Source: an optimization exercise on an open RTL-to-GDS flow (aim: small area). Production flows keep margins and buffers that such runs may drop. The RTL was checked by simulation tests, not by an equivalence proof against the original design. Power and IR drop assume default switching activity.

==> flow/design.v <==
package rv_isa_pkg;
  typedef enum logic [6:0] {
    OPC_OP     = 7'b0110011,
    OPC_OP_IMM = 7'b0010011,
    OPC_LUI    = 7'b0110111
  } opcode_e;
  localparam logic [2:0] F3_ADD_SUB = 3'b000;
  typedef enum logic [1:0] {
    ALU_ADD    = 2'b00,
    ALU_SUB    = 2'b01,
    ALU_PASS_B = 2'b10
  } alu_op_e;
  typedef struct packed {
    logic [6:0]            funct7;
    logic [5-1:0] rs2;
    logic [5-1:0] rs1;
    logic [2:0]            funct3;
    logic [5-1:0] rd;
    logic [6:0]            opcode;
  } instr_fields_t;
endpackage
package rv_pipe_pkg;
  typedef struct packed {
    logic                  valid;
    logic [5-1:0] rd;
    logic [1:0]            alu_op;   
    logic [32-1:0]      a;
    logic [32-1:0]      b;
  } id_ex_t;
  typedef struct packed {
    logic                  valid;
    logic [5-1:0] rd;
    logic [32-1:0]      data;
  } wb_t;
  localparam int ID_EX_W = 1 + 5 + 2 + 2 * 32;
  localparam int WB_W    = 1 + 5 + 32;
  typedef logic [ID_EX_W-1:0] id_ex_bits_t;
  typedef logic [WB_W-1:0]    wb_bits_t;
endpackage
module fetch_counter (
  input  logic [32-1:2] pc,
  output logic [32-1:2] pc_next
);
  assign pc_next = pc + 1'b1;
endmodule
module decode_stage
(
  input  logic [32-1:0]      instr,
  output logic [5-1:0] rd,
  output logic [1:0]            op      
);
  logic is_op;
  logic is_imm;
  logic is_lui;
  assign is_op  = (instr[6:0] == rv_isa_pkg::OPC_OP)     && (instr[14:12] == rv_isa_pkg::F3_ADD_SUB);
  assign is_imm = (instr[6:0] == rv_isa_pkg::OPC_OP_IMM) && (instr[14:12] == rv_isa_pkg::F3_ADD_SUB);
  assign is_lui = (instr[6:0] == rv_isa_pkg::OPC_LUI);
  assign rd = (is_op || is_imm || is_lui) ? instr[11:7] : '0;
  assign op = {is_op, is_op ? instr[30] : is_lui};
endmodule
module rf_aoi3 (
  input  logic [2:0] s,
  input  logic [2:0] d,
  output logic       y_n
);
  assign y_n = ~|(s & d);
endmodule
module rf_read_bit (
  input  logic [32-1:1] sel,
  input  logic [32-1:1] d,
  output logic                  y
);
  localparam int GROUPS = (32 - 1) / 3;   
  logic [GROUPS:0] g_n;
  for (genvar g = 0; g < GROUPS; g++) begin : g_grp
    rf_aoi3 u_aoi (
      .s   (sel[3*g+1 +: 3]),
      .d   (d[3*g+1 +: 3]),
      .y_n (g_n[g])
    );
  end
  assign g_n[GROUPS] = ~(sel[32-1] & d[32-1]);
  assign y = ~&g_n;
endmodule
module rf_decode (
  input  logic [5-1:0] idx,
  output logic [32-1:1] sel
);
  always_comb begin
    for (int i = 1; i < 32; i++) begin
      sel[i] = (idx == i);
    end
  end
endmodule
module register_file (
  input  logic [5-1:0]             idx,
  input  logic [(32-1)*32-1:0]   regs,
  output logic [32-1:0]                  data
);
  logic [32-1:1] sel;
  rf_decode u_dec (
    .idx (idx),
    .sel (sel)
  );
  for (genvar b = 0; b < 32; b++) begin : g_bit
    logic [32-1:1] column;
    for (genvar r = 1; r < 32; r++) begin : g_col
      assign column[r] = regs[(r-1)*32 + b];
    end
    rf_read_bit u_bit (
      .sel (sel),
      .d   (column),
      .y   (data[b])
    );
  end
endmodule
module execute_stage
(
  input  logic [1:0]            op,
  input  logic [19:0]           hi,
  input  logic [32-1:0]      rs1_data,
  input  logic [32-1:0]      rs2_data,
  output logic [32-1:0]      result
);
  logic             sub;
  logic [32-1:0] a;
  logic [32-1:0] b;
  logic [32-1:0] g;
  logic [32-1:0] p;
  logic [32-1:0] gg;
  logic [32-1:0] pp;
  assign sub = op[1] & op[0];
  assign a   = (op == 2'b01) ? '0 : rs1_data;
  always_comb begin
    case (op)
      2'b00:   b = {{(32-12){hi[19]}}, hi[19:8]};
      2'b01:   b = {hi, 12'b0};
      2'b10:   b = rs2_data;
      default: b = ~rs2_data;
    endcase
  end
  assign p = a ^ b;
  always_comb begin
    g    = a & b;
    g[0] = g[0] | (p[0] & sub);
  end
  always_comb begin
    gg = g;
    pp = p;
    for (int l = 0; l < 5; l++) begin
      for (int i = 0; i < 32; i++) begin
        if (((i + 1) % (2 << l)) == 0) begin
          gg[i] = gg[i] | (pp[i] & gg[i - (1 << l)]);
          pp[i] = pp[i] & pp[i - (1 << l)];
        end
      end
    end
    for (int l = 3; l >= 0; l--) begin
      for (int i = 0; i < 32; i++) begin
        if (((i + 1) % (2 << l)) == (1 << l) && i >= (2 << l)) begin
          gg[i] = gg[i] | (pp[i] & gg[i - (1 << l)]);
          pp[i] = pp[i] & pp[i - (1 << l)];
        end
      end
    end
  end
  assign result = p ^ {gg[32-2:0], sub};
endmodule
module rv_core
(
  input  logic                  clk,
  input  logic                  rst_n,
  input  logic [32-1:0]      instr,
  output logic [32-1:0]      fetch_address,
  input  logic [5-1:0] dbg_sel,
  output logic [32-1:0]      dbg_data,
  output logic [rv_pipe_pkg::WB_W-1:0]       wb
);
  logic [32-1:2]      pc_q;
  logic [32-1:2]      pc_next;
  logic [5-1:0] rd_d;
  logic [1:0]            op_d;
  logic [5-1:0] rd_1;
  logic [1:0]            op_1;
  logic [19:0]           hi_1;
  logic [5-1:0] rd_2;
  logic [1:0]            op_2;
  logic [19:0]           hi_2;
  logic [(32-1)*32-1:0] regs_q;   
  logic [32-1:0]      wr_val;
  logic [32-1:0]      rs1_data;
  logic [32-1:0]      rs2_data;
  logic [32-1:0]      result;
  logic [5-1:0] wb_rd_q;
  logic [32-1:0]      wb_data_q;
  fetch_counter u_fetch (
    .pc      (pc_q),
    .pc_next (pc_next)
  );
  always_ff @(posedge clk) begin
    if (!rst_n) begin
      pc_q <= '0;
    end else begin
      pc_q <= pc_next;
    end
  end
  assign fetch_address = {pc_q, 2'b00};
  decode_stage u_decode (
    .instr (instr),
    .rd    (rd_d),
    .op    (op_d)
  );
  always_ff @(posedge clk) begin
    rd_1 <= rst_n ? rd_d : '0;
    op_1 <= op_d;
    hi_1 <= instr[31:12];
    rd_2 <= rst_n ? rd_1 : '0;
    op_2 <= op_1;
    hi_2 <= hi_1;
  end
  register_file u_rs1 (
    .idx  (hi_2[7:3]),
    .regs (regs_q),
    .data (rs1_data)
  );
  register_file u_rs2 (
    .idx  (hi_2[12:8]),
    .regs (regs_q),
    .data (rs2_data)
  );
  register_file u_dbg (
    .idx  (dbg_sel),
    .regs (regs_q),
    .data (dbg_data)
  );
  execute_stage u_execute (
    .op       (op_2),
    .hi       (hi_2),
    .rs1_data (rs1_data),
    .rs2_data (rs2_data),
    .result   (result)
  );
  assign wr_val = rst_n ? result : '0;
  always_ff @(posedge clk) begin
    for (int i = 1; i < 32; i++) begin
      if (!rst_n || rd_2 == i) begin
        regs_q[(i-1)*32 +: 32] <= wr_val;
      end
    end
  end
  always_ff @(posedge clk) begin
    wb_rd_q   <= rst_n ? rd_2 : '0;
    wb_data_q <= result;
  end
  assign wb = {wb_rd_q != '0, wb_rd_q, wb_data_q};
endmodule
==> flow/flow/run.sh <==
#!/bin/bash
# The standard layout, with two changes to how it is made:
#  - the port buffers are sky130_fd_sc_hd__buf_1 instead of the default pick
#  - clock tree synthesis inserts no dummy loads
# Each ORFS step still writes its own log under orfs/logs/; make's output goes
# to standard_make.log here.
set -euo pipefail
cd "$(dirname "$0")/.."
export BUFFER_PORTS_ARGS="-buffer_cell sky130_fd_sc_hd__buf_1"
export CTS_ARGS="-sink_clustering_enable -repair_clock_nets -sink_clustering_size 24 -sink_clustering_max_diameter 100 -buf_list sky130_fd_sc_hd__clkbuf_16 -dont_use_dummy_load"
bash standard.sh > standard_make.log 2>&1
==> flow/standard.sh <==
#!/bin/bash
# synth_recipe.tcl (not shown) runs the flow's synth.tcl, then flattens the netlist and writes it again
# the make line also repeats each setting of config.mk as NAME=value (left out here)
make -C /OpenROAD-flow-scripts/flow DESIGN_CONFIG=/design/flow/config.mk WORK_HOME=/design/flow/orfs CLKGATE_MAP_FILE= SYNTH_SCRIPT=/design/flow/synth_recipe.tcl "${@:-finish}"
==> flow/config.mk <==
export PLATFORM = sky130hd
export DESIGN_NAME = rv_core
export DESIGN_NICKNAME = rv_core
export VERILOG_FILES = /design/flow/design.v
export SDC_FILE = /design/flow/constraint.sdc
export NUM_CORES = 4
export LEC_CHECK = 0
export CAP_MARGIN = 20
export CELL_PAD_IN_SITES_DETAIL_PLACEMENT = 1
export CELL_PAD_IN_SITES_GLOBAL_PLACEMENT = 1
export CORE_MARGIN = 2
export CORE_UTILIZATION = 40
export PLACE_DENSITY = 0.55
export SLEW_MARGIN = 20
export SYNTH_HIERARCHICAL = 1
export SYNTH_MINIMUM_KEEP_SIZE = 0
==> flow/constraint.sdc <==
create_clock -name core_clock -period 7.0 [get_ports {clk}]
set_input_delay 1.4000 -clock core_clock [delete_from_list [all_inputs] [get_ports {clk}]]
set_output_delay 1.4000 -clock core_clock [all_outputs]
set_load 0.01 [all_outputs]
==> results of run 1 <==
synthesized netlist by cell type, drive strengths merged (2+ instances only):
| cell type | count |
|---|---|
| dfxtp | 121 |
| edfxtp | 992 |
| nor3b | 3 |
| o31ai | 5 |
| o22ai | 12 |
| xor2 | 13 |
| ha | 29 |
| fa | 17 |
| nand4 | 201 |
| a2111oi | 6 |
| a2111o | 96 |
| or3 | 4 |
| nor2b | 25 |
| a31oi | 8 |
| or2 | 5 |
| nor3 | 4 |
| a222oi | 960 |
| nand2 | 137 |
| nor2 | 111 |
| a21oi | 32 |
| nand3b | 12 |
| o21ai | 50 |
| o211ai | 2 |
| xnor2 | 33 |
| inv | 35 |
| nand2b | 31 |
| and3 | 4 |
| or3b | 12 |
| a21o | 5 |
| o21a | 7 |
| buf | 11 |
| nand3 | 20 |
| clkbuf | 31 |
| a211oi | 2 |
| and2 | 102 |
| nor4 | 5 |
Yosys stat by module (local to each module, per instance), excerpt:
module | cells inside | times used | flops+latches | area [um2]
rv_core | 1251 | 1 | 1113 | 33020
execute_stage | 326 | 1 | 0 | 2301
fetch_counter | 75 | 1 | 0 | 561.8
rf_decode | 46 | 3 | 0 | 217.7
decode_stage | 19 | 1 | 0 | 155.1
rf_read_bit | 4 | 96 | 0 | 27.53
rf_aoi3 | 1 | 960 | 0 | 10.01
logic make-up (layout without fill, tap and decap cells):
logic type      after synthesis  in the layout
other cells                   1              5
xor+xnor                     46             46
fa+ha+maj                    46             46
buf+inv                      77            427
simple gates                678            678
flops                      1113           1113
compound gates             1191           1191
mux                           1              1
worst min-delay path by stage:
stage | from | to | slack, ns | cells past startpoint
4_1_cts | hi_1[13]$_DFF_P_ | hi_2[13]$_DFF_P_ | 0.32 | 0
5_1_grt | hi_1[13]$_DFF_P_ | hi_2[13]$_DFF_P_ | 0.33 | 0
2_1_floorplan | hi_1[0]$_DFF_P_ | hi_2[0]$_DFF_P_ | 0.31 | 0
3_3_place_gp | hi_1[13]$_DFF_P_ | hi_2[13]$_DFF_P_ | 0.31 | 0
6_report | op_1[1]$_DFF_P_ | op_2[1]$_DFF_P_ | 0.33 | 0
3_5_place_dp | op_1[1]$_DFF_P_ | op_2[1]$_DFF_P_ | 0.31 | 0
registers in the layout (all words and copies together) (netlist names):
| name | flops |
|---|---|
| regs_q | 992 |
| wb_data_q | 32 |
| pc_q | 30 |
| hi_1 | 20 |
| hi_2 | 20 |
| rd_1 | 5 |
| rd_2 | 5 |
| wb_rd_q | 5 |
| op_1 | 2 |
| op_2 | 2 |
cells in the final DEF (no fill, tap or decap), types with 13 or more instances in the layout:
master and instances:
dfxtp_1 119, o21ai_0 17, buf_4 160, nand2_1 136, a222oi_1 960, a21oi_1 32, nand4_1 199, edfxtp_1 992
buf_12 40, o21ai_4 31, nor2_4 91, xnor2_1 33, a2111o_1 96, xor2_1 13, clkbuf_16 54, fa_1 17
nor2b_1 25, ha_1 29, nor2_1 18, nand3_1 19, and2_1 93, inv_1 35, buf_1 137, nand2b_1 31
where the power goes:
part           internal, mW  leakage, nW  switching [mW]
registers              9.29         11.1            1.15
logic                 0.803         6.72            2.26
clock network          1.38        0.665            2.15
area by class of cell:
| type | count | area (um2) | area share, % |
|---|---|---|---|
| antenna | 3 | 7.507 | 0.01347 |
| clock buffer | 54 | 1351 | 2.424 |
| inverter | 35 | 131.4 | 0.2357 |
| multi-input combinational | 1964 | 17480 | 31.35 |
| sequential | 1113 | 32210 | 57.80 |
| tap | 1625 | 2033 | 3.648 |
| timing repair buffer | 338 | 2524 | 4.528 |
through the flow:
stage	hold WS, ns	cells	instance area, um2	power [mW]	setup slack (ns)
2_1_floorplan	0.3096	3154	48940	11.51	1.273
3_3_place_gp	0.3106	5075	54370	13.24	0.3782
3_5_place_dp	0.3134	5075	54370	13.44	0.2911
4_1_cts	0.3230	5129	55720	16.86	0.2745
5_1_grt	0.3318	5129	55730	17.47	0.3628
6_report	0.3314	5132	55740	17.03	0.5354
critical path, delay by kind of cell, from the launching register on:
kind,cells,cell delay (ns)
buffers and inverters,3,0.67
and+or+nand+nor,6,1.20
adders and majority gates,3,1.58
DFF,1,0.54
AOI/OAI and AO/OA,7,2.21
routing by layer:
layer	share of wire (%)	GRT usage, %
met1	37	50.40
met2	44	56.21
met3	15	10.26
met4	4.8	14.63
met5	0.022	0
==> flow_metrics.tcl, run 1 <==
set metrics [dict create \
    setup_violations 0 \
    grt_first_pass_wirelength_mm 327.8 \
    fin_tns_setup_ns 0 \
    postSynthAreaPerCell_um2 15.52 \
    die_area_um2 125200 \
    ys.warnings.count 9 \
    cts.repair_timing.setup_buffer_count 0 \
    critical-path-max-stage-delay_ns 0.54 \
    nNetsFinal 3591 \
    synth_top_flop_cell "edfxtp_1" \
    async_flop_share_pct 0 \
    critical_path.endpoint_type "register" \
    dr_total_vias 42050 \
    leakage_nw 18.49 \
    report.final.slew_viol_count 0 \
    synth.largest_area_cell "edfxtp_1" \
    count_of_flip_flops_with_a_built_in_enable_after_synthesis 992 \
    worst-r2r-setup-slack_ns 0.54 \
    synth_area_leaders "edfxtp_1, a222oi_1, dfxtp_1, nand4_1, a2111o_1" \
    critical_path.startpoint_type "register" \
    cts-root-to-sink-buffers 3 \
    fp-row-count 128 \
    dominant_combinational_cell_family_by_area_after_synthesis "compound AO/OA/AOI/OAI gates" \
    fin_crit_ns 6.465 \
    synth-seq-cells 1113 \
    ctsHtreeMaxLevel 2 \
    max_cap_viols 0 \
    floorplan.initialDensity_pct 40.26 \
    drt_drc_violations_left 0 \
    yosys-mux-area-fraction_pct 0.02045 \
    num-fill-cells 11850 \
    drt-vias-per-instance 8.193 \
    drtAntennaViolNets 0 \
    route.detailed.wl_per_inst_um 47.00 \
    fin_skew_ns 0.08210 \
    area.growth.synth_to_final_pct 13.88 \
    detail_route.wirelength_mm 241.2 \
    crit_fanout 31 \
    outcome "no timing/DRC/antenna violations" \
    via_count_of_the_first_global_routing_pass 40700 \
    synthesized_area_fraction_occupied_by_xor_and_xnor_cells_pct 0.8232 \
    final_util_pct 45.85 \
    hold_buffers 0 \
    hold_path.class "register to register" \
    grt.total_usage_pct 37.06 \
    cts-buffers-inserted 54 \
    netlist_instances 3153 \
    power.density_cell_area_nw_per_um2 305.5 \
    final_layout_size_suffix_gt1_share_pct 12.13 \
    cpMostUsedCell "fa_1" \
    crit_chain "nand2b_1 > buf_12 > nor2_4 > a222oi_1 > nand4_1 > a2111o_1 > and2_1 > fa_1 > fa_1 > a211oi_2 > o211ai_2 > a31oi_4 > nand2_2 > a41o_1 > o41ai_2 > fa_1 > inv_1 > and2_1 > buf_4" \
    placer_congestion_estimate 0.9445 \
    slew_worst_pin_ns 1.318 \
    critical_path_arrival_ns 6.93 \
    cts.root.buffer_cell "clkbuf_16" \
    dp_hpwl_mm 147.9 \
    synth_compound_area_share_pct 23.59 \
    clock_tree_from_tritoncts "yes" \
    num_io_pins 141 \
    grt_start_max_net_pins 53 \
    rsz_0062_raised_after_global_routing "false" \
    synthDominantCellAreaShare_pct 60.87 \
    worst_setup_hold_path_clk_slew_ns 0.10 \
    firstDrtPassIters 14 \
    synth.yosys.seq_area_share_pct 65.82 \
    chipHeight_um 353.8 \
    hold_fails_final_rpt 0 \
    overflow 0 \
    portBuffers 138 \
    slew_headroom_pct 11.93 \
    setup.worst_path.class "register to register" \
    placeableCoreArea_um2 121600 \
    critical-path-slowest-cell "dfxtp_1" \
    clock_sink_count 1113 \
    worstReg2RegEnd "regs_q[474]$_DFFE_PP_" \
    cts-resized-gates 0 \
    grt_antenna_before_repair 8 \
    timing.final.crit_share_pct 92.35 \
    post_synth_and_or_nand_nor_area_fraction_pct 7.680 \
    post_synth_fa_ha_maj_area_fraction_pct 1.437 \
    worstSkewPairLatency_ns 0.74 \
    die_w_um 353.8 \
    crit_required_ns 7.47 \
    max_freq_mhz 154.7 \
    critical_path.startpoint "hi_2[7]$_DFF_P_" \
    yosys.cell_types.count 61 \
    drt-initial-drc-count 12410 \
    irDropWorstVdd_uv 271.1 \
    crit_end "regs_q[474]$_DFFE_PP_" \
    syn-cell-area_um2 48940 \
    reg2regPathDepth 19 \
    timing.rr.start "hi_2[7]$_DFF_P_" \
]
==> run 2, diff against run 1 <==
==> flow/flow/run.sh (replaced) <==
#!/bin/bash
# The standard layout, with three changes to how it is made:
#  - the port buffers are sky130_fd_sc_hd__buf_1 instead of the default pick
#  - clock tree synthesis inserts no dummy loads
#  - global routing reserves more of met1/met2 (flow/fastroute.tcl), moving
#    wires up to met3-met5 so that detailed routing converges
# Each ORFS step still writes its own log under orfs/logs/; make's output goes
# to standard_make.log here.
set -euo pipefail
cd "$(dirname "$0")/.."
export BUFFER_PORTS_ARGS="-buffer_cell sky130_fd_sc_hd__buf_1"
export CTS_ARGS="-sink_clustering_enable -repair_clock_nets -sink_clustering_size 24 -sink_clustering_max_diameter 100 -buf_list sky130_fd_sc_hd__clkbuf_16 -dont_use_dummy_load"
export FASTROUTE_TCL="$PWD/flow/fastroute.tcl"
bash standard.sh > standard_make.log 2>&1
==> flow/flow/fastroute.tcl (new file) <==
set_global_routing_layer_adjustment met1 0.75
set_global_routing_layer_adjustment met2 0.55
set_global_routing_layer_adjustment met3 0.3
set_global_routing_layer_adjustment met4 0.3
set_global_routing_layer_adjustment met5 0.3
set_routing_layers -clock met3-met5
set_routing_layers -signal met1-met5
--- a/flow/config.mk
+++ b/flow/config.mk
@@ -8,7 +8,4 @@
 export CAP_MARGIN = 20
-export CELL_PAD_IN_SITES_DETAIL_PLACEMENT = 1
-export CELL_PAD_IN_SITES_GLOBAL_PLACEMENT = 1
 export CORE_MARGIN = 2
-export CORE_UTILIZATION = 40
-export PLACE_DENSITY = 0.55
+export CORE_UTILIZATION = 62
 export SLEW_MARGIN = 20
==> flow_metrics.tcl, run 2 <==
set metrics [dict create \
    outcome "aborted with a tool error" \
    lastStage "global routing" \
    toolErrorMsg "[ERROR GRT-0116] Global routing finished with congestion. Check the congestion regions in the DRC Viewer." \
    postSynthAreaPerCell_um2 15.52 \
    placed_cells_incl_taps 4487 \
    overflow 534 \
    floorplan.initialDensity_pct 62.26 \
    ys.warnings.count 9 \
    placer_congestion_estimate 1.206 \
    count_of_flip_flops_with_a_built_in_enable_after_synthesis 992 \
    syn-cell-area_um2 48940 \
    async_flop_share_pct 0 \
    clock_sink_count 1113 \
    grt.total_usage_pct 91.75 \
    hold_buffers 0 \
    cts.repair_timing.setup_buffer_count 0 \
    synth_top_flop_cell "edfxtp_1" \
    yosys.cell_count.top_type "edfxtp_1" \
    cts-buffers-inserted 52 \
    dp_hpwl_mm 126.6 \
    cts-resized-gates 0 \
    yosys.cell_types.count 61 \
    cts.root.buffer_cell "clkbuf_16" \
    via_count_of_the_first_global_routing_pass 56270 \
    chipHeight_um 285.0 \
    portBuffers 138 \
    synth.largest_area_cell "edfxtp_1" \
    grt_first_pass_wirelength_mm 329.1 \
    synth_common_cells "edfxtp_1, a222oi_1, nand4_1" \
    num_io_pins 141 \
    die_w_um 285.0 \
    cts-root-to-sink-buffers 3 \
    synth_area_leaders "edfxtp_1, a222oi_1, dfxtp_1, nand4_1, a2111o_1" \
    synthDominantCellAreaShare_pct 60.87 \
    fp-row-count 103 \
    synth.yosys.seq_area_share_pct 65.82 \
    netlist_instances 3153 \
    grt_start_max_net_pins 61 \
    ctsHtreeMaxLevel 2 \
    synth-seq-cells 1113 \
]
-- run 2: power groups by stage --
stage / registers [mW] / logic [mW] / clock network (mW)
after floorplan: 10.2 / 1.34 / 0
after global placement: 10.3 / 2.62 / 0
after detailed placement: 10.5 / 2.69 / 0
after CTS: 10.3 / 2.70 / 3.30
-- run 2: worst max-delay path by stage --
stage / to / slack [ns] / depth (start not counted)
CTS: regs_q[431]$_DFFE_PP_ / 0.60 / 19
global placement: regs_q[591]$_DFFE_PP_ / 0.89 / 19
detailed placement: regs_q[303]$_DFFE_PP_ / 0.65 / 19
floorplan: regs_q[122]$_DFFE_PP_ / 1.27 / 17
-- run 2: routing by layer --
| layer | GRT overflow | GRT usage, % |
|---|---|---|
| met5 | 38 | 80.35 |
| met4 | 165 | 89.05 |
| met3 | 157 | 89.93 |
| met2 | 133 | 97.89 |
| met1 | 41 | 92.81 |
-- run 2: metrics by stage --
stage,hold WS [ns],total power [mW],worst slack [ns],util (%),area [um2]
3_5_place_dp,0.3121,13.16,0.6461,67.35,52950
4_1_cts,0.3367,16.32,0.5963,69.01,54250
3_3_place_gp,0.3126,12.93,0.8866,67.32,52920
2_1_floorplan,0.3096,11.51,1.273,-,48940
-- run 2: Yosys stat by module (local to each module, per instance), excerpt --
module | cells | flip-flops and latches
decode_stage | 19 | 0
fetch_counter | 75 | 0
rf_read_bit | 4 | 0
rv_core | 1251 | 1113
execute_stage | 326 | 0
rf_decode | 46 | 0
rf_aoi3 | 1 | 0
-- run 2: cells by family after synthesis --
logic type | share of synthesized area (%)
compound gates | 23.59
xor+xnor | 0.8232
fa+ha+maj | 1.437
buf+inv | 0.6264
flops | 65.82
mux | 0.02045
other cells | 0.007662
simple gates | 7.680
==> run 3, diff against run 2 <==
==> flow/flow/fastroute.tcl (replaced) <==
set_global_routing_layer_adjustment met1 0.65
set_global_routing_layer_adjustment met2 0.5
set_global_routing_layer_adjustment met3 0.25
set_global_routing_layer_adjustment met4 0.25
set_global_routing_layer_adjustment met5 0.25
set_routing_layers -clock met3-met5
set_routing_layers -signal met1-met5
--- a/flow/config.mk
+++ b/flow/config.mk
@@ -9,3 +9,3 @@
 export CORE_MARGIN = 2
-export CORE_UTILIZATION = 62
+export CORE_UTILIZATION = 45
 export SLEW_MARGIN = 20
==> flow_metrics.tcl, run 3 <==
set metrics [dict create \
    overflow 0 \
    grt_start_max_net_pins 51 \
    cts.root.buffer_cell "clkbuf_16" \
    fp-row-count 120 \
    yosys.cell_types.count 61 \
    report.final.slew_viol_count 0 \
    placer_congestion_estimate 1.136 \
    floorplan.initialDensity_pct 45.52 \
    ys.warnings.count 9 \
    synth_area_leaders "edfxtp_1, a222oi_1, dfxtp_1, nand4_1, a2111o_1" \
    synth.yosys.seq_area_share_pct 65.82 \
    cpMostUsedCell "buf_4" \
    setup.worst_path.class "register to register" \
    postSynthAreaPerCell_um2 15.52 \
    drt-initial-drc-count 5726 \
    crit_fanout 31 \
    max_freq_mhz 153.2 \
    reg.largest.list "regs_q: 992 flops, wb_data_q: 32 flops, pc_q: 30 flops" \
    hold_path.class "register to register" \
    final_layout_size_suffix_gt1_share_pct 12.66 \
    hold_buffers 0 \
    critical-path-max-stage-delay_ns 0.61 \
    slew_headroom_pct 18.06 \
    detail_route.wirelength_mm 236.6 \
    clock_tree_from_tritoncts "yes" \
    firstDrtPassIters 15 \
    dpl_worst_slack_ns 0.3646 \
    fin_skew_ns 0.04023 \
    fin_area_um2 55370 \
    finalWorstSetupSlack_ns 0.4718 \
    synthDominantCellAreaShare_pct 60.87 \
    max_cap_viols 0 \
    num_io_pins 141 \
    critical_path.startpoint_type "register" \
    dp_hpwl_mm 142.7 \
    rsz_0062_raised_after_global_routing "false" \
    die_w_um 333.8 \
    critical-path-slowest-cell "a222oi_1" \
    layout.cells.most_common_list "edfxtp_1, a222oi_1, nand4_1, buf_4, buf_1" \
    outcome "no timing/DRC/antenna violations" \
    reg2regPathDepth 17 \
    cts-resized-gates 0 \
    final_util_pct 51.51 \
    crit_chain "nand3b_1 > buf_4 > nor2_4 > buf_4 > a222oi_1 > nand4_1 > a2111o_1 > and2_1 > ha_1 > a211oi_2 > a21oi_1 > a41o_1 > a21oi_1 > fa_1 > xnor2_1 > and2_1 > buf_4" \
    detail_route_met2_wl_mm 86.86 \
    largest_reg_flops 992 \
    drt-vias-per-instance 8.443 \
    fin_tns_setup_ns 0 \
    die_area_um2 111400 \
    cts.repair_timing.setup_buffer_count 0 \
    topRoutingLayerUsed "met5" \
    synth.largest_area_cell "edfxtp_1" \
    nNetsFinal 3611 \
    irDropWorstVdd_uv 250.1 \
    drtAntennaViolNets 0 \
    dr_wl_met3_mm 57.03 \
    grt_antenna_before_repair 47 \
    syn-cell-area_um2 48940 \
    min_path_cells 0 \
    layout.cells.most_common "edfxtp_1" \
    synth_common_cells "edfxtp_1, a222oi_1, nand4_1" \
    leakage_nw 18.55 \
    ctsHtreeMaxLevel 2 \
    synth-seq-cells 1113 \
    final.hold.worst_slack_ns 0.3472 \
    finalNonFillerCells 4954 \
    chipHeight_um 333.8 \
    fin_crit_ns 6.528 \
    met1_length_mm 64.11 \
    power.total_mw 16.88 \
    setup_violations 0 \
    area.growth.synth_to_final_pct 13.14 \
    synth_top_flop_cell "edfxtp_1" \
    timing.final.crit_share_pct 93.26 \
    worst_setup_hold_path_clk_slew_ns 0.10 \
    power.density_cell_area_nw_per_um2 304.9 \
    cts-root-to-sink-buffers 3 \
    dr_total_vias 41830 \
    placed_cells_incl_taps 4872 \
    worstSkewPairLatency_ns 0.73 \
    drt_drc_violations_left 0 \
    clock_sink_count 1113 \
    slew_worst_pin_ns 1.226 \
    count_of_flip_flops_with_a_built_in_enable_after_synthesis 992 \
    crit_required_ns 7.46 \
    via_count_of_the_first_global_routing_pass 47060 \
    yosys.cell_count.top_type "edfxtp_1" \
    grt.total_usage_pct 63.84 \
    placeableCoreArea_um2 107500 \
    critical_path_arrival_ns 6.99 \
    placement.cell_area_um2 53920 \
    hold_fails_final_rpt 0 \
    portBuffers 138 \
    worst-r2r-setup-slack_ns 0.47 \
    route.detailed.wl_per_inst_um 47.77 \
    largest_register "regs_q" \
    cts-buffers-inserted 54 \
    critical_path.endpoint_type "register" \
    async_flop_share_pct 0 \
    grt_first_pass_wirelength_mm 331.0 \
    netlist_instances 3153 \
]
==> run 3: cell counts after synthesis <==
Identical to the previous run, type by type.
==> run 3: Yosys stat by module (local to each module, per instance), excerpt <==
module,area (um2),cells
rf_aoi3,10.01,1
decode_stage,155.1,19
rf_decode,217.7,46
execute_stage,2301,326
rv_core,33020,1251
fetch_counter,561.8,75
rf_read_bit,27.53,4
==> run 3: kinds of logic (layout without fill, tap and decap cells) <==
group | count (synthesis) | count (layout) | synth area share, %
AO/OA/AOI/OAI | 1191 | 1191 | 23.59
XOR/XNOR | 46 | 46 | 0.8232
adder cells (fa/ha/maj) | 46 | 46 | 1.437
buffers and inverters | 77 | 447 | 0.6264
flip-flops | 1113 | 1113 | 65.82
multiplexers | 1 | 1 | 0.02045
other | 1 | 29 | 0.007662
AND/OR/NAND/NOR | 678 | 678 | 7.680
==> run 3: power by group <==
| part | internal (mW) | switching, mW | total [mW] |
|---|---|---|---|
| registers | 9.29 | 1.08 | 10.4 |
| logic | 0.808 | 2.26 | 3.07 |
| clock network | 1.37 | 2.08 | 3.45 |
| total | 11.5 | 5.41 | 16.9 |
==> run 3: worst paths after layout <==
kind	start	endpoint
worst max register to register	hi_2[5]$_DFF_P_	regs_q[985]$_DFFE_PP_
worst min-delay path	hi_1[0]$_DFF_P_	hi_2[0]$_DFF_P_
worst max-delay path	hi_2[5]$_DFF_P_	regs_q[985]$_DFFE_PP_
worst min register to register	hi_1[0]$_DFF_P_	hi_2[0]$_DFF_P_
==> run 3: area by class of cell <==
| class | count | area, um2 |
|---|---|---|
| flip-flops and latches | 1113 | 32210 |
| diodes | 27 | 67.56 |
| clock buffers | 54 | 1351 |
| well taps | 1403 | 1755 |
| repair buffers | 358 | 2436 |
| multi-input cells | 1964 | 17420 |
| inverters | 35 | 131.4 |
| fillers | 8897 | 52130 |
==> run 3: critical path: cells and delay by family (launching register included) <==
| family | cells | cell delay [ns] |
|---|---|---|
| AO/OA/AOI/OAI | 6 | 2.17 |
| AND/OR/NAND/NOR | 5 | 1.46 |
| adder cells (fa/ha/maj) | 2 | 0.80 |
| buffers and inverters | 3 | 0.77 |
| XOR/XNOR | 1 | 0.53 |
| flip-flops | 1 | 0.48 |
==> run 3: per-layer routing <==
metal | global-route usage (%) | vias to the layer above
li1 | - | 16050
met5 | 36.52 | -
met2 | 77.71 | 4749
met4 | 48.58 | 146
met1 | 72.51 | 19110
met3 | 59.48 | 1768
==> run 4, diff against run 3 <==
--- a/flow/design.v
+++ b/flow/design.v
@@ -70,6 +70,5 @@
   input  logic [32-1:1] d,
-  output logic                  y
+  output logic [10:0]           g_n
 );
   localparam int GROUPS = (32 - 1) / 3;   
-  logic [GROUPS:0] g_n;
   for (genvar g = 0; g < GROUPS; g++) begin : g_grp
@@ -82,3 +81,2 @@
   assign g_n[GROUPS] = ~(sel[32-1] & d[32-1]);
-  assign y = ~&g_n;
 endmodule
@@ -97,3 +95,3 @@
   input  logic [(32-1)*32-1:0]   regs,
-  output logic [32-1:0]                  data
+  output logic [11*32-1:0]               groups_n
 );
@@ -112,4 +110,14 @@
       .d   (column),
-      .y   (data[b])
+      .g_n (groups_n[11*b +: 11])
     );
+  end
+endmodule
+module rf_combine (
+  input  logic [11*32-1:0] groups_n,
+  output logic [32-1:0]    data
+);
+  always_comb begin
+    for (int b = 0; b < 32; b++) begin
+      data[b] = ~&groups_n[11*b +: 11];
+    end
   end
@@ -120,6 +128,8 @@
   input  logic [19:0]           hi,
-  input  logic [32-1:0]      rs1_data,
-  input  logic [32-1:0]      rs2_data,
+  input  logic [11*32-1:0]   rs1_groups_n,   
+  input  logic [11*32-1:0]   rs2_groups_n,
   output logic [32-1:0]      result
 );
+  logic [32-1:0] rs1_data;
+  logic [32-1:0] rs2_data;
   logic             sub;
@@ -131,2 +141,8 @@
   logic [32-1:0] pp;
+  always_comb begin
+    for (int i = 0; i < 32; i++) begin
+      rs1_data[i] = ~&rs1_groups_n[11*i +: 11];
+      rs2_data[i] = ~&rs2_groups_n[11*i +: 11];
+    end
+  end
   assign sub = op[1] & op[0];
@@ -190,4 +206,5 @@
   logic [32-1:0]      wr_val;
-  logic [32-1:0]      rs1_data;
-  logic [32-1:0]      rs2_data;
+  logic [11*32-1:0]   rs1_groups_n;
+  logic [11*32-1:0]   rs2_groups_n;
+  logic [11*32-1:0]   dbg_groups_n;
   logic [32-1:0]      result;
@@ -223,3 +240,3 @@
     .regs (regs_q),
-    .data (rs1_data)
+    .groups_n (rs1_groups_n)
   );
@@ -228,3 +245,3 @@
     .regs (regs_q),
-    .data (rs2_data)
+    .groups_n (rs2_groups_n)
   );
@@ -233,3 +250,7 @@
     .regs (regs_q),
-    .data (dbg_data)
+    .groups_n (dbg_groups_n)
+  );
+  rf_combine u_dbg_combine (
+    .groups_n (dbg_groups_n),
+    .data     (dbg_data)
   );
@@ -238,4 +259,4 @@
     .hi       (hi_2),
-    .rs1_data (rs1_data),
-    .rs2_data (rs2_data),
+    .rs1_groups_n (rs1_groups_n),
+    .rs2_groups_n (rs2_groups_n),
     .result   (result)
==> flow/flow/fastroute.tcl (replaced) <==
set_global_routing_layer_adjustment met1 0.75
set_global_routing_layer_adjustment met2 0.55
set_global_routing_layer_adjustment met3 0.3
set_global_routing_layer_adjustment met4 0.3
set_global_routing_layer_adjustment met5 0.3
set_routing_layers -clock met3-met5
set_routing_layers -signal met1-met5
--- a/flow/config.mk
+++ b/flow/config.mk
@@ -9,3 +9,3 @@
 export CORE_MARGIN = 2
-export CORE_UTILIZATION = 45
+export CORE_UTILIZATION = 62
 export SLEW_MARGIN = 20
==> flow_metrics.tcl, run 4 <==
set metrics [dict create \
    outcome "aborted with a tool error" \
    lastStage "global routing" \
    toolErrorMsg "[ERROR GRT-0116] Global routing finished with congestion. Check the congestion regions in the DRC Viewer." \
    synth_top_flop_cell "edfxtp_1" \
    cts.root.buffer_cell "clkbuf_16" \
    grt_start_max_net_pins 75 \
    ys.warnings.count 10 \
    floorplan.initialDensity_pct 62.71 \
    postSynthAreaPerCell_um2 15.22 \
    dp_hpwl_mm 131.6 \
    count_of_flip_flops_with_a_built_in_enable_after_synthesis 992 \
    grt.total_usage_pct 94.03 \
    synth_area_leaders "edfxtp_1, a222oi_1, dfxtp_1, nand4_1, nor2_1" \
    yosys.cell_types.count 58 \
    chipHeight_um 283.9 \
    clock_sink_count 1113 \
    via_count_of_the_first_global_routing_pass 56880 \
    cts-root-to-sink-buffers 3 \
    synth.largest_area_cell "edfxtp_1" \
    placer_congestion_estimate 1.279 \
    fp-row-count 102 \
    syn-cell-area_um2 48580 \
    cts.repair_timing.setup_buffer_count 0 \
    die_w_um 283.9 \
    yosys.cell_count.top_type "edfxtp_1" \
    portBuffers 138 \
    overflow 692 \
    netlist_instances 3191 \
    cts-buffers-inserted 52 \
    num_io_pins 141 \
    async_flop_share_pct 0 \
    synth_common_cells "edfxtp_1, a222oi_1, nand4_1" \
    grt_first_pass_wirelength_mm 333.0 \
    synth.yosys.seq_area_share_pct 66.30 \
    synthDominantCellAreaShare_pct 61.31 \
    synth-seq-cells 1113 \
    ctsHtreeMaxLevel 2 \
]
[run 4: metal layers]
layer | overflow | track usage (%)
met5 | 44 | 83.87
met4 | 210 | 92.50
met3 | 219 | 93.30
met2 | 160 | 98.07
met1 | 59 | 94.26
[run 4: worst min-delay path by stage]
stage | startpoint | slack (ns) | endpoint
CTS | hi_1[18]$_DFF_P_ | 0.32 | hi_2[18]$_DFF_P_
detailed placement | hi_1[13]$_DFF_P_ | 0.31 | hi_2[13]$_DFF_P_
global placement | hi_1[17]$_DFF_P_ | 0.31 | hi_2[17]$_DFF_P_
floorplan | hi_1[0]$_DFF_P_ | 0.31 | hi_2[0]$_DFF_P_
[run 4: power by group through the flow]
stage | clock network [mW] | registers, mW | logic, mW
CTS | 3.31 | 10.3 | 2.50
detailed placement | 0 | 10.5 | 2.49
global placement | 0 | 10.3 | 2.39
floorplan | 0 | 10.2 | 1.25
[run 4: metrics by stage]
stage,std cells,setup WS [ns],instance area [um2]
after floorplan,3192,1.453,48590
after global placement,4514,0.02684,52530
after detailed placement,4518,-0.1754,52590
after CTS,4570,0.01675,53910
[run 4: modules after synthesis (local to each module, per instance), a selection]
module | cell area [um2] | copies in the design | cells
rf_decode | 217.7 | 3 | 46
decode_stage | 155.1 | 1 | 19
rf_read_bit | 3.754 | 96 | 1
rf_combine | 760.7 | 1 | 128
rf_aoi3 | 10.01 | 960 | 1
execute_stage | 3465 | 1 | 524
fetch_counter | 561.8 | 1 | 75
[run 4: cell families after synthesis]
logic type | synth area share, %
and+or+nand+nor | 8.810
buffers and inverters | 0.5795
DFF | 66.30
xor gates and xnor gates | 0.8396
muxes | 0.02060
AOI/OAI and AO/OA | 21.99
other | 0.007719
adders and majority gates | 1.447
[run 4: repair_timing]
action	in CTS
gates cloned	0
resized for setup	9
hold buffers	0
endpoints found under the setup margin	244
==> run 5, diff against run 4 <==
--- a/flow/config.mk
+++ b/flow/config.mk
@@ -9,3 +9,3 @@
 export CORE_MARGIN = 2
-export CORE_UTILIZATION = 62
+export CORE_UTILIZATION = 50
 export SLEW_MARGIN = 20
==> flow_metrics.tcl, run 5 <==
set metrics [dict create \
    floorplan.initialDensity_pct 50.39 \
    cts.root.buffer_cell "clkbuf_16" \
    synth_top_flop_cell "edfxtp_1" \
    placement.cell_area_um2 53320 \
    synthDominantCellAreaShare_pct 61.31 \
    grt.total_usage_pct 80.13 \
    cts-buffers-inserted 52 \
    dp_hpwl_mm 146.5 \
    synth.largest_area_cell "edfxtp_1" \
    placer_congestion_estimate 1.214 \
    yosys.cell_count.top_type "edfxtp_1" \
    syn-cell-area_um2 48580 \
    netlist_instances 3191 \
    postSynthAreaPerCell_um2 15.22 \
    portBuffers 138 \
    synth_common_cells "edfxtp_1, a222oi_1, nand4_1" \
    count_of_flip_flops_with_a_built_in_enable_after_synthesis 992 \
    hold_buffers 0 \
    outcome "aborted with a tool error" \
    yosys.cell_types.count 58 \
    grt_first_pass_wirelength_mm 336.3 \
    ctsHtreeMaxLevel 2 \
    synth_area_leaders "edfxtp_1, a222oi_1, dfxtp_1, nand4_1, nor2_1" \
    ys.warnings.count 10 \
    cts.repair_timing.setup_buffer_count 0 \
    clock_sink_count 1113 \
    overflow 78 \
    fp-row-count 114 \
    grt_start_max_net_pins 62 \
    lastStage "global routing" \
    die_w_um 315.7 \
    via_count_of_the_first_global_routing_pass 54750 \
    chipHeight_um 315.7 \
    toolErrorMsg "[ERROR GRT-0116] Global routing finished with congestion. Check the congestion regions in the DRC Viewer." \
    synth.yosys.seq_area_share_pct 66.30 \
    async_flop_share_pct 0 \
    synth-seq-cells 1113 \
    num_io_pins 141 \
    cts-root-to-sink-buffers 3 \
]
run 5: repair_timing:
item / CTS
endpoints found under the setup margin: 105
gates cloned: 0
resized for setup: 4
pin swaps: 0
hold endpoints to repair: 0
run 5: per-layer routing:
metal	overflow	GRT usage [%]
met3	17	80.09
met4	27	72.70
met5	7	63.97
met1	10	82.88
met2	17	87.52
run 5: modules after synthesis, one instance, submodules excluded, excerpt:
module	area, um2	flops+latches	copies in the design	cells inside
rv_core	33020	1113	1	1251
execute_stage	3465	0	1	524
rf_combine	760.7	0	1	128
fetch_counter	561.8	0	1	75
rf_decode	217.7	0	3	46
decode_stage	155.1	0	1	19
rf_aoi3	10.01	0	960	1
rf_read_bit	3.754	0	96	1
run 5: worst max path at each step:
stage / end / depth (start not counted) / start
4_1_cts: regs_q[373]$_DFFE_PP_ / 19 / hi_2[11]$_DFF_P_
3_5_place_dp: regs_q[19]$_DFFE_PP_ / 17 / hi_2[11]$_DFF_P_
3_3_place_gp: regs_q[531]$_DFFE_PP_ / 17 / hi_2[11]$_DFF_P_
2_1_floorplan: regs_q[115]$_DFFE_PP_ / 17 / hi_2[10]$_DFF_P_
run 5: kinds of logic after synthesis:
| logic type | after synthesis | synth area share, % |
|---|---|---|
| compound gates | 1122 | 21.99 |
| xor+xnor | 45 | 0.8396 |
| fa+ha+maj | 46 | 1.447 |
| buf+inv | 71 | 0.5795 |
| flops | 1113 | 66.30 |
| mux | 1 | 0.02060 |
| other cells | 1 | 0.007719 |
| simple gates | 792 | 8.810 |
run 5: through the flow:
| step | instances | setup WS [ns] | TNS, ns |
|---|---|---|---|
| after floorplan | 3192 | 1.453 | 0 |
| after global placement | 4806 | 0.01252 | 0 |
| after detailed placement | 4806 | -0.1526 | -6.395 |
| after CTS | 4858 | 0.09878 | 0 |
run 5: power groups by stage:
stage,Sequential [mW],Combinational (mW),Clock (mW)
after detailed placement,10.4,2.68,0
after floorplan,10.2,1.25,0
after global placement,10.3,2.60,0
after CTS,10.3,2.69,3.38
==> run 6, diff against run 5 <==
==> flow/flow/fastroute.tcl (replaced) <==
set_global_routing_layer_adjustment met1 0.65
set_global_routing_layer_adjustment met2 0.5
set_global_routing_layer_adjustment met3 0.25
set_global_routing_layer_adjustment met4 0.25
set_global_routing_layer_adjustment met5 0.25
set_routing_layers -clock met3-met5
set_routing_layers -signal met1-met5
--- a/flow/config.mk
+++ b/flow/config.mk
@@ -9,3 +9,3 @@
 export CORE_MARGIN = 2
-export CORE_UTILIZATION = 50
+export CORE_UTILIZATION = 57
 export SLEW_MARGIN = 20
==> flow_metrics.tcl, run 6 <==
set metrics [dict create \
    yosys.cell_types.count 58 \
    die_w_um 295.9 \
    grt_start_max_net_pins 83 \
    syn-cell-area_um2 48580 \
    chipHeight_um 295.9 \
    yosys.cell_count.top_type "edfxtp_1" \
    portBuffers 138 \
    synth.yosys.seq_area_share_pct 66.30 \
    synth_area_leaders "edfxtp_1, a222oi_1, dfxtp_1, nand4_1, nor2_1" \
    grt_first_pass_wirelength_mm 336.0 \
    toolErrorMsg "[ERROR GRT-0116] Global routing finished with congestion. Check the congestion regions in the DRC Viewer." \
    cts.repair_timing.setup_buffer_count 0 \
    floorplan.initialDensity_pct 57.24 \
    count_of_flip_flops_with_a_built_in_enable_after_synthesis 992 \
    ctsHtreeMaxLevel 2 \
    hold_buffers 0 \
    outcome "aborted with a tool error" \
    grt.total_usage_pct 80.66 \
    synth_top_flop_cell "edfxtp_1" \
    cts-root-to-sink-buffers 3 \
    synth-seq-cells 1113 \
    synth.largest_area_cell "edfxtp_1" \
    via_count_of_the_first_global_routing_pass 52960 \
    postSynthAreaPerCell_um2 15.22 \
    placer_congestion_estimate 1.165 \
    cts.root.buffer_cell "clkbuf_16" \
    num_io_pins 141 \
    cts-buffers-inserted 52 \
    clock_sink_count 1113 \
    lastStage "global routing" \
    fp-row-count 107 \
    synth_common_cells "edfxtp_1, a222oi_1, nand4_1" \
    cts-resized-gates 0 \
    async_flop_share_pct 0 \
    overflow 22 \
    ys.warnings.count 10 \
    dp_hpwl_mm 142.4 \
    netlist_instances 3191 \
    synthDominantCellAreaShare_pct 61.31 \
]
[run 6: modules after synthesis, one instance, submodules excluded, excerpt]
module / times used / cell area (um2) / flip-flops and latches / cells inside
rf_combine: 1 / 760.7 / 0 / 128
decode_stage: 1 / 155.1 / 0 / 19
rf_aoi3: 960 / 10.01 / 0 / 1
rf_read_bit: 96 / 3.754 / 0 / 1
execute_stage: 1 / 3465 / 0 / 524
fetch_counter: 1 / 561.8 / 0 / 75
rv_core: 1 / 33020 / 1113 / 1251
rf_decode: 3 / 217.7 / 0 / 46
[run 6: how the worst max path moves through the flow]
stage	to	slack (ns)
3_3_place_gp	regs_q[29]$_DFFE_PP_	0.34
4_1_cts	regs_q[125]$_DFFE_PP_	0.14
2_1_floorplan	regs_q[115]$_DFFE_PP_	1.45
3_5_place_dp	regs_q[371]$_DFFE_PP_	0.19
[run 6: logic make-up after synthesis]
| kind of cell | Yosys count | synth area share (%) |
|---|---|---|
| mux | 1 | 0.02060 |
| simple gates | 792 | 8.810 |
| buf+inv | 71 | 0.5795 |
| fa+ha+maj | 46 | 1.447 |
| flops | 1113 | 66.30 |
| other cells | 1 | 0.007719 |
| xor+xnor | 45 | 0.8396 |
| compound gates | 1122 | 21.99 |
[run 6: per-layer routing]
| layer | GRT overflow | global-route usage (%) |
|---|---|---|
| met1 | 0 | 82.55 |
| met2 | 1 | 88.30 |
| met3 | 5 | 80.25 |
| met4 | 15 | 71.74 |
| met5 | 1 | 67.85 |
[run 6: per-stage QoR]
stage               cells  hold WS, ns  total power, mW  setup slack [ns]  cell area (um2)
floorplan            3192       0.3096            11.41             1.453            48590
detailed placement   4670       0.3143            13.06            0.1885            53090
global placement     4670       0.3102            12.85            0.3446            53090
CTS                  4722       0.3286            16.24            0.1397            54390
[run 6: power by group through the flow]
stage | Clock [mW] | Sequential [mW] | Combinational [mW]
floorplan | 0 | 10.2 | 1.25
global placement | 0 | 10.3 | 2.55
detailed placement | 0 | 10.4 | 2.62
CTS | 3.32 | 10.3 | 2.63
==> run 7, diff against run 6 <==
==> flow/flow/fastroute.tcl (replaced) <==
set_global_routing_layer_adjustment met1 0.5
set_global_routing_layer_adjustment met2 0.4
set_global_routing_layer_adjustment met3 0.2
set_global_routing_layer_adjustment met4 0.2
set_global_routing_layer_adjustment met5 0.2
set_routing_layers -clock met3-met5
set_routing_layers -signal met1-met5
--- a/flow/config.mk
+++ b/flow/config.mk
@@ -9,3 +9,3 @@
 export CORE_MARGIN = 2
-export CORE_UTILIZATION = 57
+export CORE_UTILIZATION = 48
 export SLEW_MARGIN = 20
==> flow_metrics.tcl, run 7 <==
set metrics [dict create \
    cts.root.buffer_cell "clkbuf_16" \
    hold_path.class "register to register" \
    synth_area_leaders "edfxtp_1, a222oi_1, dfxtp_1, nand4_1, nor2_1" \
    clock_tree_from_tritoncts "yes" \
    syn-cell-area_um2 48580 \
    dr_total_vias 42000 \
    post_synth_fa_ha_maj_area_fraction_pct 1.447 \
    placeableCoreArea_um2 100100 \
    grt.total_usage_pct 54.00 \
    fin_skew_ns 0.05263 \
    count_of_flip_flops_with_a_built_in_enable_after_synthesis 992 \
    fin_area_um2 54680 \
    power.density_cell_area_nw_per_um2 305.2 \
    synth-seq-cells 1113 \
    yosys.cell_types.count 58 \
    cts-root-to-sink-buffers 3 \
    final_layout_size_suffix_gt1_share_pct 12.14 \
    grt_first_pass_wirelength_mm 315.9 \
    placement.cell_area_um2 53230 \
    postSynthAreaPerCell_um2 15.22 \
    fp-row-count 116 \
    critical_path_arrival_ns 7.14 \
    drt_drc_violations_left 0 \
    fin_tns_setup_ns 0 \
    die_area_um2 103800 \
    synth.yosys.seq_area_share_pct 66.30 \
    portBuffers 138 \
    synthesized_area_fraction_occupied_by_xor_and_xnor_cells_pct 0.8396 \
    slew_headroom_pct 20.70 \
    overflow 0 \
    ctsHtreeMaxLevel 2 \
    setup.worst_path.class "register to register" \
    leakage_nw 17.55 \
    critical_path.endpoint_type "register" \
    rsz_0062_raised_after_global_routing "false" \
    synthDominantCellAreaShare_pct 61.31 \
    synth_top_flop_cell "edfxtp_1" \
    timing.final.crit_share_pct 95.98 \
    dominant_combinational_cell_family_by_area_after_synthesis "compound AO/OA/AOI/OAI gates" \
    crit_required_ns 7.42 \
    layout.cells.most_common_list "edfxtp_1, a222oi_1, nand4_1" \
    slew_worst_pin_ns 1.190 \
    floorplan.initialDensity_pct 48.51 \
    outcome "no timing/DRC/antenna violations" \
    dp_hpwl_mm 149.5 \
    nNetsFinal 3646 \
    worstSkewPairLatency_ns 0.73 \
    crit_fanout 31 \
    fin_crit_ns 6.719 \
    clock_sink_count 1113 \
    area.growth.synth_to_final_pct 12.55 \
    report.final.slew_viol_count 0 \
    largest_reg_flops 992 \
    die_w_um 322.1 \
    final.hold.worst_slack_ns 0.3298 \
    synth.largest_area_cell "edfxtp_1" \
    setup_violations 0 \
    power.total_mw 16.69 \
    async_flop_share_pct 0 \
    max_freq_mhz 148.8 \
    cts.repair_timing.setup_buffer_count 0 \
    synth_compound_area_share_pct 21.99 \
    crit_chain "nand3b_1 > nor2_2 > buf_4 > a222oi_1 > nand4_1 > nor3_1 > nor3_1 > a21o_1 > ha_1 > and4_1 > o21a_1 > a21oi_1 > o311a_1 > o21ai_0 > fa_1 > xor2_1 > and2_2" \
    layout.cells.most_common "edfxtp_1" \
    cpMostUsedCell "nor3_1" \
    max_cap_viols 0 \
    chipHeight_um 322.1 \
    critical-path-max-stage-delay_ns 0.88 \
    post_synth_and_or_nand_nor_area_fraction_pct 8.810 \
    reg.largest.list "regs_q: 992 flops, wb_data_q: 32 flops, pc_q: 30 flops" \
    drtAntennaViolNets 0 \
    netlist_instances 3191 \
    detail_route.wirelength_mm 229.9 \
    num_io_pins 141 \
    hold_fails_final_rpt 0 \
    via_count_of_the_first_global_routing_pass 42070 \
    irDropWorstVdd_uv 225.2 \
    yosys-mux-area-fraction_pct 0.02060 \
    yosys.cell_count.top_type "edfxtp_1" \
    largest_register "regs_q" \
    drt-initial-drc-count 9557 \
    drt-vias-per-instance 8.593 \
    placer_congestion_estimate 1.104 \
    route.detailed.wl_per_inst_um 47.04 \
    critical-path-slowest-cell "a222oi_1" \
    grt_start_max_net_pins 48 \
    cts-buffers-inserted 53 \
    critical_path.startpoint_type "register" \
    ys.warnings.count 10 \
    firstDrtPassIters 17 \
    synth_common_cells "edfxtp_1, a222oi_1, nand4_1" \
    worst_setup_hold_path_clk_slew_ns 0.10 \
    grt_antenna_before_repair 26 \
]
run 7: cell counts after synthesis:
Identical to the previous run, type by type.
run 7: modules after synthesis (local to each module, per instance), excerpt:
module | flops+latches | cell area [um2] | times used | cells
rf_aoi3 | 0 | 10.01 | 960 | 1
rf_decode | 0 | 217.7 | 3 | 46
fetch_counter | 0 | 561.8 | 1 | 75
decode_stage | 0 | 155.1 | 1 | 19
execute_stage | 0 | 3465 | 1 | 524
rv_core | 1113 | 33020 | 1 | 1251
rf_read_bit | 0 | 3.754 | 96 | 1
rf_combine | 0 | 760.7 | 1 | 128
run 7: kinds of logic after synthesis:
logic type,after synthesis
other,1
DFF,1113
adders and majority gates,46
buffers and inverters,71
muxes,1
AOI/OAI and AO/OA,1122
xor gates and xnor gates,45
and+or+nand+nor,792
run 7: final timing paths:
| kind | from | end | slack (ns) | cells after the start |
|---|---|---|---|---|
| min | op_1[1]$_DFF_P_ | op_2[1]$_DFF_P_ | 0.33 | 0 |
| min reg2reg | op_1[1]$_DFF_P_ | op_2[1]$_DFF_P_ | 0.33 | 0 |
| max reg2reg | hi_2[8]$_DFF_P_ | regs_q[537]$_DFFE_PP_ | 0.28 | 17 |
| max | hi_2[8]$_DFF_P_ | regs_q[537]$_DFFE_PP_ | 0.28 | 17 |
run 7: area by class of cell:
| cell class | instances | area (um2) |
|---|---|---|
| fillers | 8049 | 45460 |
| flip-flops and latches | 1113 | 32210 |
| multi-input cells | 2008 | 17000 |
| repair buffers | 354 | 2326 |
| well taps | 1298 | 1624 |
| clock buffers | 53 | 1326 |
| inverters | 31 | 116.4 |
| diodes | 31 | 77.57 |
run 7: through the flow:
stage,util [%],setup slack [ns],instances
global placement,53.13,0.4008,4800
floorplan,-,1.453,3192
CTS,54.48,0.1528,4854
finish,54.60,0.2814,4888
detailed placement,53.16,0.2239,4801
global route,54.58,0.06816,4881
run 7: timing repair:
action	in CTS	in global routing
hold buffers	0	0
endpoints found under the setup margin	0	31
resized for setup	0	1
run 7: metal layers:
| layer | share of wire [%] | vias to the layer above | GRT usage [%] |
|---|---|---|---|
| met3 | 23 | 1099 | 42.98 |
| met1 | 32 | 20240 | 69.78 |
| li1 | - | 16130 | - |
| met5 | 0.47 | - | 8.704 |
| met4 | 6.7 | 44 | 27.22 |
| met2 | 38 | 4487 | 73.17 |
run 7: power by group:
group | internal (mW) | total, mW | switching, mW
Combinational | 0.768 | 2.90 | 2.14
Sequential | 9.29 | 10.4 | 1.08
Clock | 1.35 | 3.42 | 2.07
run 7: worst max-delay path: cells and delay by family, from the launching register on:
kind	cells	cell delay, ns
flops	1	0.48
buf+inv	1	0.28
simple gates	7	2.58
compound gates	6	2.11
fa+ha+maj	2	0.76
xor+xnor	1	0.16

## separate check: timing with driven ports
Ports are ideal in the flow. The routed layouts listed here were re-timed in OpenROAD.
Step 1: set_driving_cell puts a clkbuf_16 on clk and a buf_2 on each other input, an assumption about the parent block.
Step 2 also shifts input and output timing later by t, the mid clock arrival at the registers, as if the neighbouring blocks saw the same clock.
Three values: ideal ports, drivers, drivers and shift; two values: the first two.
run | shift t [ns] | setup WS [ns] | hold slack, ns | worst register clock-pin slew, ns
run 1 | 0.768 | 0.535 / 0.535 / 0.535 | 0.331 / 0.331 / 0.331 | 0.11 / 0.11
run 3 | 0.789 | 0.472 / 0.472 / 0.472 | 0.347 / 0.347 / 0.347 | 0.10 / 0.10
run 7 | 0.778 | 0.281 / 0.281 / 0.281 | 0.330 / 0.330 / 0.330 | 0.10 / 0.10
After both steps every run listed still meets setup and hold.
